This design comes from an exercise in tuning for small area and a short achievable clock period on the open sky130 flow, not from production work. Only simulation tests tie the RTL to the original design; equivalence was not proved. Power figures rest on the tool's default switching activity, not on a simulated workload.

==> design/flow/design.v <==
module fir_reload_ctrl #(
    parameter int          NUM_TAPS      = 129,
    parameter int          COEFF_WIDTH   = 16,
    parameter logic [7:0]  SR_COEFF_IDX  = 8'd128,
    parameter logic [7:0]  SR_COEFF_DATA = 8'd129,
    parameter logic [7:0]  SR_COMMIT     = 8'd130
) (
    input  logic                   ce_clk,
    input  logic                   ce_rst_n,
    input  logic                   set_stb,
    input  logic [7:0]             set_addr,
    input  logic [31:0]            set_data,
    output logic [COEFF_WIDTH-1:0] o_reload_tdata,
    output logic                   o_reload_tlast,
    output logic                   o_reload_tvalid,
    input  logic                   o_reload_tready,
    output logic [7:0]             o_config_tdata,
    output logic                   o_config_tvalid,
    input  logic                   o_config_tready,
    output logic                   busy,
    output logic [15:0]            reload_count,
    output logic [1:0]             err,
    output logic [31:0]            checksum
);
    localparam int         BW       = 32;                         
    localparam int         NB       = (NUM_TAPS - 1) / BW;        
    localparam logic [8:0] TAP_CNT  = 9'(NUM_TAPS);
    localparam logic [7:0] LAST_TAP = 8'(NUM_TAPS - 1);
    localparam logic [7:0] SR_CLEAR = SR_COMMIT + 8'd1;
    logic busy_q, prime_q, tvalid_q, tlast_q, cvalid_q;
    logic [NB:0] s1_bank_q;    
    logic idx_stb, data_stb, commit_stb, clear_stb;
    logic idle, start, load, reload_hs, config_hs;
    assign idx_stb    = set_stb && (set_addr == SR_COEFF_IDX);
    assign data_stb   = set_stb && (set_addr == SR_COEFF_DATA);
    assign commit_stb = set_stb && (set_addr == SR_COMMIT);
    assign clear_stb  = set_stb && (set_addr == SR_CLEAR);
    assign idle      = !busy_q;
    assign start     = idle && commit_stb;
    assign reload_hs = tvalid_q && o_reload_tready;
    assign config_hs = cvalid_q && o_config_tready;
    assign load      = prime_q || (reload_hs && !tlast_q);
    always_ff @(posedge ce_clk or negedge ce_rst_n) begin
        if (!ce_rst_n) begin
            busy_q   <= 1'b0;
            prime_q  <= 1'b0;
            tvalid_q <= 1'b0;
            tlast_q  <= 1'b0;
            cvalid_q <= 1'b0;
        end else begin
            prime_q <= start;
            if (start)          busy_q <= 1'b1;
            else if (config_hs) busy_q <= 1'b0;
            if (prime_q)                   tvalid_q <= 1'b1;
            else if (reload_hs && tlast_q) tvalid_q <= 1'b0;
            if (reload_hs && tlast_q)      cvalid_q <= 1'b1;
            else if (config_hs)            cvalid_q <= 1'b0;
            if (load)                      tlast_q  <= !prime_q && s1_bank_q[NB];
        end
    end
    logic [COEFF_WIDTH-1:0] ram_n [NUM_TAPS];    
    logic [7:0]             wr_idx_q;
    logic [8:0]             pw_hi_n_q;
    logic [15:0]            pw_lo_n_q;
    logic [COEFF_WIDTH-1:0] pw_data_q;
    always_ff @(posedge ce_clk) begin
        for (int h = 0; h < 9; h++)
            pw_hi_n_q[h] <= !(idle && data_stb && ({1'b0, wr_idx_q} < TAP_CNT) && (wr_idx_q[7:4] == 4'(h)));
        for (int l = 0; l < 16; l++)
            pw_lo_n_q[l] <= (wr_idx_q[3:0] != 4'(l));
        pw_data_q <= set_data[COEFF_WIDTH-1:0];
    end
    always_ff @(posedge ce_clk) begin
        for (int i = 0; i < NUM_TAPS; i++)
            if (!(pw_hi_n_q[i / 16] || pw_lo_n_q[i % 16])) ram_n[i] <= ~pw_data_q;
    end
    always_ff @(posedge ce_clk or negedge ce_rst_n) begin
        if (!ce_rst_n) begin
            wr_idx_q <= '0;
        end else if (idle && idx_stb) begin
            wr_idx_q <= set_data[7:0];
        end else if (idle && data_stb) begin
            wr_idx_q <= (wr_idx_q == LAST_TAP) ? 8'd0 : wr_idx_q + 8'd1;
        end
    end
    logic [BW-1:0]          rd_sel_n_q;
    logic [NB:0]            rd_bank_q;
    logic [COEFF_WIDTH-1:0] s1_d [NB];
    logic [COEFF_WIDTH-1:0] s1_q [NB];
    logic [COEFF_WIDTH-1:0] s2_word;
    logic [COEFF_WIDTH-1:0] tdata_q;
    always_ff @(posedge ce_clk) begin
        if (idle) begin
            rd_sel_n_q <= {{(BW-2){1'b1}}, 2'b01};
            rd_bank_q <= (NB+1)'(1);
        end else if (load) begin
            rd_sel_n_q <= {rd_sel_n_q[BW-2:0], rd_sel_n_q[BW-1]};
            if (!rd_sel_n_q[BW-1]) rd_bank_q <= {rd_bank_q[NB-1:0], rd_bank_q[NB]};
        end
    end
    always_comb begin
        for (int b = 0; b < NB; b++) begin
            s1_d[b] = '0;
            for (int i = 0; i < BW; i++)
                s1_d[b] = s1_d[b] | ~({COEFF_WIDTH{rd_sel_n_q[i]}} | ram_n[b * BW + i]);
        end
    end
    always_ff @(posedge ce_clk) begin
        if (load) begin
            for (int b = 0; b < NB; b++) s1_q[b] <= s1_d[b];
            s1_bank_q <= rd_bank_q;
        end
    end
    always_comb begin
        s2_word = {COEFF_WIDTH{s1_bank_q[NB]}} & ~ram_n[NUM_TAPS-1];
        for (int b = 0; b < NB; b++)
            s2_word = s2_word | ({COEFF_WIDTH{s1_bank_q[b]}} & s1_q[b]);
    end
    always_ff @(posedge ce_clk) begin
        if (load) tdata_q <= prime_q ? ~ram_n[0] : s2_word;
    end
    logic [7:0]  cfg_word_q;
    logic [15:0] count_q;
    logic [1:0]  err_q, err_d;
    always_ff @(posedge ce_clk) begin
        if (start) cfg_word_q <= set_data[7:0];
    end
    always_ff @(posedge ce_clk or negedge ce_rst_n) begin
        if (!ce_rst_n)      count_q <= '0;
        else if (config_hs) count_q <= count_q + 16'd1;
    end
    always_comb begin
        err_d = clear_stb ? 2'b00 : err_q;
        if (!idle && (idx_stb || data_stb)) err_d[0] = 1'b1;
        if (!idle && commit_stb)            err_d[1] = 1'b1;
    end
    always_ff @(posedge ce_clk or negedge ce_rst_n) begin
        if (!ce_rst_n) err_q <= '0;
        else           err_q <= err_d;
    end
    logic        new_q;
    logic [7:0]  lo0_q, lo1_q;
    logic        c0_q, c1_q;
    logic [8:0]  k_q;
    logic [31:0] checksum_q;
    logic [7:0]  t0, t1;
    logic        tneg;
    logic [8:0]  fold_lo1;
    logic [8:0]  fold_k;
    assign t0   = new_q ? tdata_q[7:0]  : 8'd0;
    assign t1   = new_q ? tdata_q[15:8] : 8'd0;
    assign tneg = new_q && tdata_q[15];
    assign fold_lo1 = {1'b0, lo1_q} + 9'(c0_q);
    assign fold_k   = k_q + 9'(c1_q) + 9'(fold_lo1[8]);
    always_ff @(posedge ce_clk or negedge ce_rst_n) begin
        if (!ce_rst_n) checksum_q <= '0;
        else if (config_hs) checksum_q <= {{7{fold_k[8]}}, fold_k, fold_lo1[7:0], lo0_q};
    end
    always_ff @(posedge ce_clk) begin
        new_q <= load;
        if (idle) begin
            {c0_q, lo0_q} <= '0;
            {c1_q, lo1_q} <= '0;
            k_q           <= '0;
        end else begin
            {c0_q, lo0_q} <= {1'b0, lo0_q} + {1'b0, t0};
            {c1_q, lo1_q} <= {1'b0, lo1_q} + {1'b0, t1} + 9'(c0_q);
            k_q           <= k_q + 9'(c1_q) - 9'(tneg);
        end
    end
    assign checksum = checksum_q;
    assign o_reload_tdata  = tdata_q;
    assign o_reload_tlast  = tlast_q;
    assign o_reload_tvalid = tvalid_q;
    assign o_config_tvalid = cvalid_q;
    assign o_config_tdata  = cfg_word_q;
    assign busy            = busy_q;
    assign reload_count    = count_q;
    assign err             = err_q;
endmodule
==> design/flow/run.sh <==
#!/bin/bash
# synth_recipe.tcl (not shown) runs the flow's synth.tcl, then flattens the netlist and writes it again
# the make line also repeats each setting of config.mk as NAME=value (left out here)
make -C /OpenROAD-flow-scripts/flow DESIGN_CONFIG=/design/flow/config.mk WORK_HOME=/design/flow/orfs CLKGATE_MAP_FILE= SYNTH_SCRIPT=/design/flow/synth_recipe.tcl finish
==> design/flow/config.mk <==
export PLATFORM = sky130hd
export DESIGN_NAME = fir_reload_ctrl
export DESIGN_NICKNAME = fir_reload_ctrl
export VERILOG_FILES = /design/flow/design.v
export SDC_FILE = /design/flow/constraint.sdc
export NUM_CORES = 4
export LEC_CHECK = 0
export CAP_MARGIN = 20
export CORE_MARGIN = 2
export CORE_UTILIZATION = 45
export CTS_CLUSTER_DIAMETER = 90
export CTS_CLUSTER_SIZE = 28
export SETUP_SLACK_MARGIN = 2.6
export SLEW_MARGIN = 20
export TNS_END_PERCENT = 100
==> design/flow/constraint.sdc <==
create_clock -name core_clock -period 5.0 [get_ports {ce_clk}]
set_input_delay 1.0000 -clock core_clock [delete_from_list [all_inputs] [get_ports {ce_clk}]]
set_output_delay 1.0000 -clock core_clock [all_outputs]
set_load 0.01 [all_outputs]
==> results of run 1 <==
cells by family after synthesis:
logic type | share of synthesized area [%]
fa+ha+maj | 0.509
buf+inv | 1.67
flops | 82.2
mux | 0.0361
compound gates | 10.3
xor+xnor | 0.441
simple gates | 4.86
worst paths after layout:
kind	slack, ns	endpoint	cells past startpoint
max in group asynchronous	4.06	checksum_q[24]	2
worst max-delay path	2.57	checksum[31]	2
worst max register to register	2.58	s1_q[3][3]	4
worst min-delay path	0.37	wr_idx_q[4]	2
worst min register to register	0.45	checksum_q[5]	2
min in group core_clock	0.45	checksum_q[5]	2
where the power goes:
part | total (mW) | leakage, nW | switching, mW | internal (mW)
sequential | 21.2 | 21.0 | 0.0636 | 21.2
combinational | 0.494 | 6.94 | 0.388 | 0.106
clock | 9.88 | 1.40 | 5.98 | 3.90
sequential cells by signal, summed over array words and instances, names as in the netlist, 16 cells and up:
signal / flops
ram_n: 2064
s1_q: 64
pw_data_q: 16
count_q: 16
tdata_q: 16
pw_lo_n_q: 16
checksum_q: 25
rd_sel_n_q: 32
metal layers:
| metal | wire, µm | vias up | part of all wire [%] | track usage (%) |
|---|---|---|---|---|
| li1 | - | 19900 | - | - |
| met1 | 106000 | 26600 | 36 | 42.3 |
| met2 | 131000 | 4040 | 45 | 46.7 |
| met3 | 42300 | 654 | 14 | 7.93 |
| met4 | 13900 | 12 | 4.7 | 11.8 |
| met5 | 74 | - | 0.025 | 0 |
stage by stage:
| stage | instance area, µm² | utilization, % | setup WS (ns) | hold slack (ns) | cells |
|---|---|---|---|---|---|
| floorplan | 83100 | - | 2.62 | 0.417 | 4756 |
| global placement | 88700 | 48.4 | 1.59 | 0.433 | 7223 |
| detailed placement | 88700 | 48.4 | 1.53 | 0.434 | 7223 |
| CTS | 93300 | 50.9 | 2.49 | 0.365 | 7535 |
| global route | 93600 | 51.1 | 2.49 | 0.393 | 7555 |
| finish | 93600 | 51.1 | 2.57 | 0.366 | 7558 |
repair_timing:
action | 4_1_cts | 5_1_grt
endpoints found under the setup margin | 186 | 45
pin swaps | 5 | 3
buffers inserted | 154 | 19
resized for setup | 335 | 20
worst max-delay path: cells and delay by family (launching register included):
family                 cells  cell delay, ns
DFF                        1            0.43
buffers and inverters      2            0.25
final cells by class:
cell class	instances	area [µm²]
diodes	4	10.0
clock buffers	141	2690
clock inverters	17	215
fillers	14700	89700
inverters	44	205
multi-input cells	2083	14100
flip-flops and latches	2319	68400
well taps	2464	3080
repair buffers	486	4830
cells in the mapped netlist (5+ instances only):
| master | count |
|---|---|
| xnor2_1 | 28 |
| nand2b_1 | 20 |
| and3_1 | 15 |
| buf_2 | 5 |
| a31oi_1 | 5 |
| nand2_1 | 176 |
| a21oi_1 | 36 |
| edfxtp_1 | 2157 |
| dfxtp_1 | 106 |
| and2_1 | 20 |
| o221ai_1 | 253 |
| nand4_1 | 77 |
| inv_1 | 43 |
| ha_1 | 29 |
| a222oi_1 | 16 |
| dfrtp_1 | 56 |
| nor3_1 | 260 |
| xor2_1 | 12 |
| a22o_1 | 5 |
| nor4_1 | 6 |
| nand3_1 | 69 |
| o22a_1 | 253 |
| nor2_1 | 184 |
| o21ai_0 | 34 |
| o22ai_1 | 524 |
| buf_4 | 10 |
| nor2b_1 | 7 |
| clkbuf_1 | 234 |
| a21o_1 | 5 |
| buf_1 | 59 |
==> results_dict.tcl, run 1 <==
set metrics [dict create \
    synth_area_leaders "edfxtp_1 (78%), o22ai_1 (3.9%), o221ai_1 (2.7%)" \
    grt_setup_unrepaired "yes" \
    grt_pass1_vias 46500 \
    cpPeakStageDelay_ns 0.43 \
    ctsHtreeMaxLevel 3 \
    path_cells "buf_6 > buf_6" \
    routabilityCongestion 0.875 \
    syn_nets 4833 \
    hpwlAfterDp_mm 152 \
    layout_common_cells "edfxtp_1 (2157), o22ai_1 (524), buf_4 (283), nor3_1 (258)" \
    row_count 157 \
    worst_pin_slew_ns 1.19 \
    max_freq_mhz 411 \
    vias 51200 \
    final_nets 5108 \
    crit_path_frequent_cell "buf_6" \
    rr_startpoint "rd_sel_n_q[30]" \
    drtIter0Drc 9931 \
    path_clk_slew_ns 0.11 \
    end_kind "output port" \
    crit_required_ns 4.00 \
    fp.dieH_um 434 \
    post_drt_wl_per_cell_um 38.8 \
    yosys_warnings 4 \
    initial_core_util_pct 45.3 \
    setup_viol 0 \
    fin_crit_sh_pct 48.6 \
    critPathLaunchType "register" \
    irDropWorstVdd_uv 273 \
    relSlewSlack_pct 20.7 \
    cts_hold_repair.buffers 0 \
    cpMaxStageDelayCell "dfrtp_2" \
    areaGrowthSynthToFinish_pct 12.6 \
    synth_edf_count 2157 \
    pin_count 123 \
    drt-total-wl_mm 293 \
    syn_avg_cell_area_um2 17.5 \
    synth.distinct_cells 59 \
    crit_arrival_ns 1.43 \
    p_total_mw 31.6 \
    path_class "register to output port" \
    grt_max_degree 119 \
    clkSinkCount 2319 \
    postRouteAntennaNets 0 \
    clk_latency_ns 0.79 \
    synthCells 4756 \
    clock_path_buffers 3 \
    antenna_found_initial 16 \
    p_per_area_mw_per_mm2 338 \
    synth-async-reset-ratio_pct 2.41 \
    hold_viol_final 0 \
    grt_first_pass_wirelength_mm 392 \
    status "complete, no violations" \
    dieArea_mm2 0.188 \
    setup_tns_ns 0 \
    startpoint "checksum_q[24]" \
    syn-cell-area_mm2 0.0831 \
    yosysSeqAreaShare_pct 82.2 \
    gr-total-overflow 0 \
    synth_ff_type "edfxtp_1" \
    die_width_um 434 \
    finalCriticalPeriod_ns 2.43 \
    final_common_cell "edfxtp_1" \
    drt_pass1_iterations 9 \
    final_layout_size_suffix_gt1_share_pct 15.2 \
    p_leak_nw 29.3 \
    synth_top_area_share_pct 78.0 \
    maxCapViolCount 0 \
    yosys_register_bits 2319 \
    crit_fanout 5 \
    port_buffers 106 \
    cts_tree "built" \
    yosysTopAreaCell "edfxtp_1" \
    report.final.slew_viol_count 0 \
    grt.total_usage_pct 30.6 \
    cts_root_buffer "clkbuf_16" \
    vias_per_cell 6.77 \
    core-area_mm2 0.183 \
    cts_made_buffers 97 \
    drc 0 \
    skew_ns 0.0713 \
    hold_class "input pin to async pin" \
]
==> run 2: changes to the inputs <==
--- a/design/flow/config.mk
+++ b/design/flow/config.mk
@@ -12,3 +12,4 @@
 export CTS_CLUSTER_SIZE = 28
-export SETUP_SLACK_MARGIN = 2.6
+export PLACE_DENSITY = 0.55
+export SETUP_SLACK_MARGIN = 2.75
 export SLEW_MARGIN = 20
==> run 2 against run 1 <==
Against the previous run: combinational power up 3%; synthesized cell count unchanged; register-to-register slack better by 0.07 ns; area after synthesis unchanged; via count up 1.4%; routed wire length up 5.6%; critical endpoint is now checksum[30]; largest power group unchanged.
==> results_dict.tcl, run 2 <==
set metrics [dict create \
    status "complete, no violations" \
    yosys_register_bits 2319 \
    pin_count 123 \
    hold_viol_final 0 \
    report.final.slew_viol_count 0 \
    synth-async-reset-ratio_pct 2.41 \
    clk_latency_ns 0.79 \
    largest_reg_flops 2064 \
    multi_input_area_mm2 0.0143 \
    vias 51900 \
    routabilityCongestion 0.842 \
    seqPwrFrac_pct 66.8 \
    clock_path_buffers 3 \
    place_area_mm2 0.0887 \
    initial_core_util_pct 45.3 \
    drt-total-wl_mm 310 \
    critPathLaunchType "register" \
    skew_ns 0.0655 \
    grt_first_pass_wirelength_mm 409 \
    finish.instance_area_mm2 0.0948 \
    post_drt_wl_per_cell_um 40.4 \
    cts_root_buffer "clkbuf_16" \
    grt_pass1_vias 46700 \
    setup_viol 0 \
    synth.distinct_cells 59 \
    path_class "register to output port" \
    comb_power_share_pct 1.6 \
    final-seq-area_mm2 0.0684 \
    p_total_mw 31.7 \
    fin_crit_sh_pct 48.6 \
    synth_edf_count 2157 \
    synth_top_area_share_pct 78.0 \
    die_width_um 434 \
    synthCells 4756 \
    fill_cells 14700 \
    yosys_warnings 4 \
    p_int_mw 25.2 \
    p_per_area_mw_per_mm2 335 \
    gr-total-overflow 0 \
    crit_required_ns 4.00 \
    path_clk_slew_ns 0.11 \
    syn_nets 4833 \
    grt.total_usage_pct 32.4 \
    swShare_pct 20.7 \
    p_leak_nw 29.9 \
    clockPowerShare_pct 31.5 \
    finalCriticalPeriod_ns 2.43 \
    drc 0 \
    irDropWorstVdd_uv 265 \
    dieArea_mm2 0.188 \
    yosys-top-cells-count "edfxtp_1 (2157), o22ai_1 (524), nor3_1 (260)" \
    clkSinkCount 2319 \
    synth_area_leaders "edfxtp_1 (78%), o22ai_1 (3.9%), o221ai_1 (2.7%)" \
    final_layout_size_suffix_gt1_share_pct 17.4 \
    syn_avg_cell_area_um2 17.5 \
    fp.dieH_um 434 \
    maxCapViolCount 0 \
    syn-cell-area_mm2 0.0831 \
    cts_tree "built" \
    crit_arrival_ns 1.43 \
    cts_hold_repair.buffers 0 \
    antenna_found_initial 26 \
    max_freq_mhz 411 \
    areaGrowthSynthToFinish_pct 14.1 \
    synthMostInstantiatedCell "edfxtp_1" \
    synth_ff_type "edfxtp_1" \
    ctsHtreeMaxLevel 3 \
    hold_class "input pin to async pin" \
    yosysSeqAreaShare_pct 82.2 \
    drt_pass1_iterations 9 \
    hpwlAfterDp_mm 159 \
    grt_setup_unrepaired "yes" \
    layout_common_cells "edfxtp_1 (2157), o22ai_1 (524), buf_4 (336), o22a_1 (253), o221ai_1 (252)" \
    setup_tns_ns 0 \
    finish.utilization_pct 51.7 \
    final_nets 5188 \
    core-area_mm2 0.183 \
    switchingPower_mw 6.56 \
    final_common_cell "edfxtp_1" \
    cts_made_buffers 99 \
    grt_max_degree 119 \
    yosysTopAreaCell "edfxtp_1" \
    end_kind "output port" \
    vias_per_cell 6.77 \
    relSlewSlack_pct 25.5 \
    port_buffers 106 \
    drtIter0Drc 9134 \
    postRouteAntennaNets 0 \
    reg.largest.list "ram_n: 2064 flops, s1_q: 64 flops, rd_sel_n_q: 32 flops" \
    worst_pin_slew_ns 1.11 \
    row_count 157 \
    regMostFlops "ram_n" \
    crit_fanout 4 \
]
[run 2: cell counts after synthesis]
Identical to the previous run, type by type.
[run 2: worst paths after layout]
path | to | slack, ns | cells past startpoint | from
worst min-delay path | count_q[13] | 0.04 | 1 | ce_rst_n
min in group core_clock | checksum_q[0] | 0.45 | 2 | lo0_q[0]
worst min register to register | checksum_q[0] | 0.45 | 2 | lo0_q[0]
worst max-delay path | checksum[30] | 2.57 | 2 | checksum_q[24]
max in group asynchronous | tvalid_q | 3.95 | 2 | ce_rst_n
worst max register to register | s1_q[3][1] | 2.65 | 6 | rd_sel_n_q[6]
[run 2: final cells by class]
| type | count | area share (%) |
|---|---|---|
| diodes | 17 | 0.0449 |
| clock buffers | 148 | 2.87 |
| clock inverters | 28 | 0.280 |
| inverters | 44 | 0.231 |
| multi-input cells | 2084 | 15.1 |
| flip-flops and latches | 2319 | 72.2 |
| well taps | 2464 | 3.25 |
| repair buffers | 563 | 6.09 |
[run 2: critical path, cell delays in order, from the launching register on]
cell,delay (ns)
dfrtp_2,0.44
buf_6,0.13
buf_6,0.11
[run 2: kinds of logic after synthesis]
logic type               after synthesis  share of synthesized area, %
flip-flops                          2319                          82.2
AND/OR/NAND/NOR                      849                          4.86
multiplexers                           3                        0.0361
XOR/XNOR                              41                         0.441
AO/OA/AOI/OAI                       1158                          10.3
adder cells (fa/ha/maj)               32                         0.509
buffers and inverters                354                          1.67
[run 2: metal layers]
layer / part of all wire [%] / global-route usage, % / up-vias
met2: 45 / 49.1 / 3865
met3: 13 / 7.71 / 611
met1: 38 / 45.6 / 27300
met4: 4.5 / 12.1 / 20
met5: 0.040 / 0 / -
li1: - / - / 20100
[run 2: what timing repair did]
action / in CTS / in global routing
gates resized for setup: 372 / 62
buffers inserted: 204 / 30
pin swaps: 15 / 23
endpoints found under the hold margin: 0 / 0
cloned: 2 / 3
setup endpoints to repair: 174 / 114
[run 2: power groups by stage]
stage	clock network, mW	logic (mW)	registers [mW]
after floorplan	0	0.226	21.7
after global placement	0	0.459	21.7
after detailed placement	0	0.472	21.7
after CTS	10.0	0.498	21.2
after global routing	10.6	0.547	21.2
final	10.0	0.511	21.2
[run 2: metrics by stage]
stage,setup WS (ns),cells,hold WS [ns]
final,2.57,7667,0.0386
after global routing,2.51,7652,0.0175
after CTS,2.52,7617,0.000277
after detailed placement,1.54,7235,0.434
after global placement,1.62,7235,0.432
after floorplan,2.74,4756,0.417

## afterwards: timing with drivers on the ports
How much do the figures lean on ideal ports? The routed layouts below were timed once more, with nothing changed but the port constraints.
Step 1 assumes that a clkbuf_16 drives the clock port and a buf_2 every other input.
Step 2 adds t to the input delays and takes it off the output delays; t is the mean of the earliest and latest rising clock arrival at the registers after step 1. Input paths then give back, and output paths get back, about the clock's delay inside the block.
Slacks: no drivers / after step 1 / after step 2; pairs: no drivers / after step 1.
| run | t, ns | setup slack, ns | hold slack, ns | slew at the worst register clock pin (ns) | worst slew at a driven data input, ns |
|---|---|---|---|---|---|
| run 1 | 0.838 | 2.569 / 2.484 / 1.900 | 0.366 / 0.306 / 0.452 | 0.11 / 0.11 | 0.04 |
| run 2 | 0.843 | 2.569 / 2.485 / 2.044 | 0.039 / -0.020 / 0.447 | 0.12 / 0.12 | 0.05 |
After both steps every run listed still meets setup and hold. The setup slack of run 1, which loses most, moves by -0.085 ns with the drivers and by -0.669 ns with both steps.
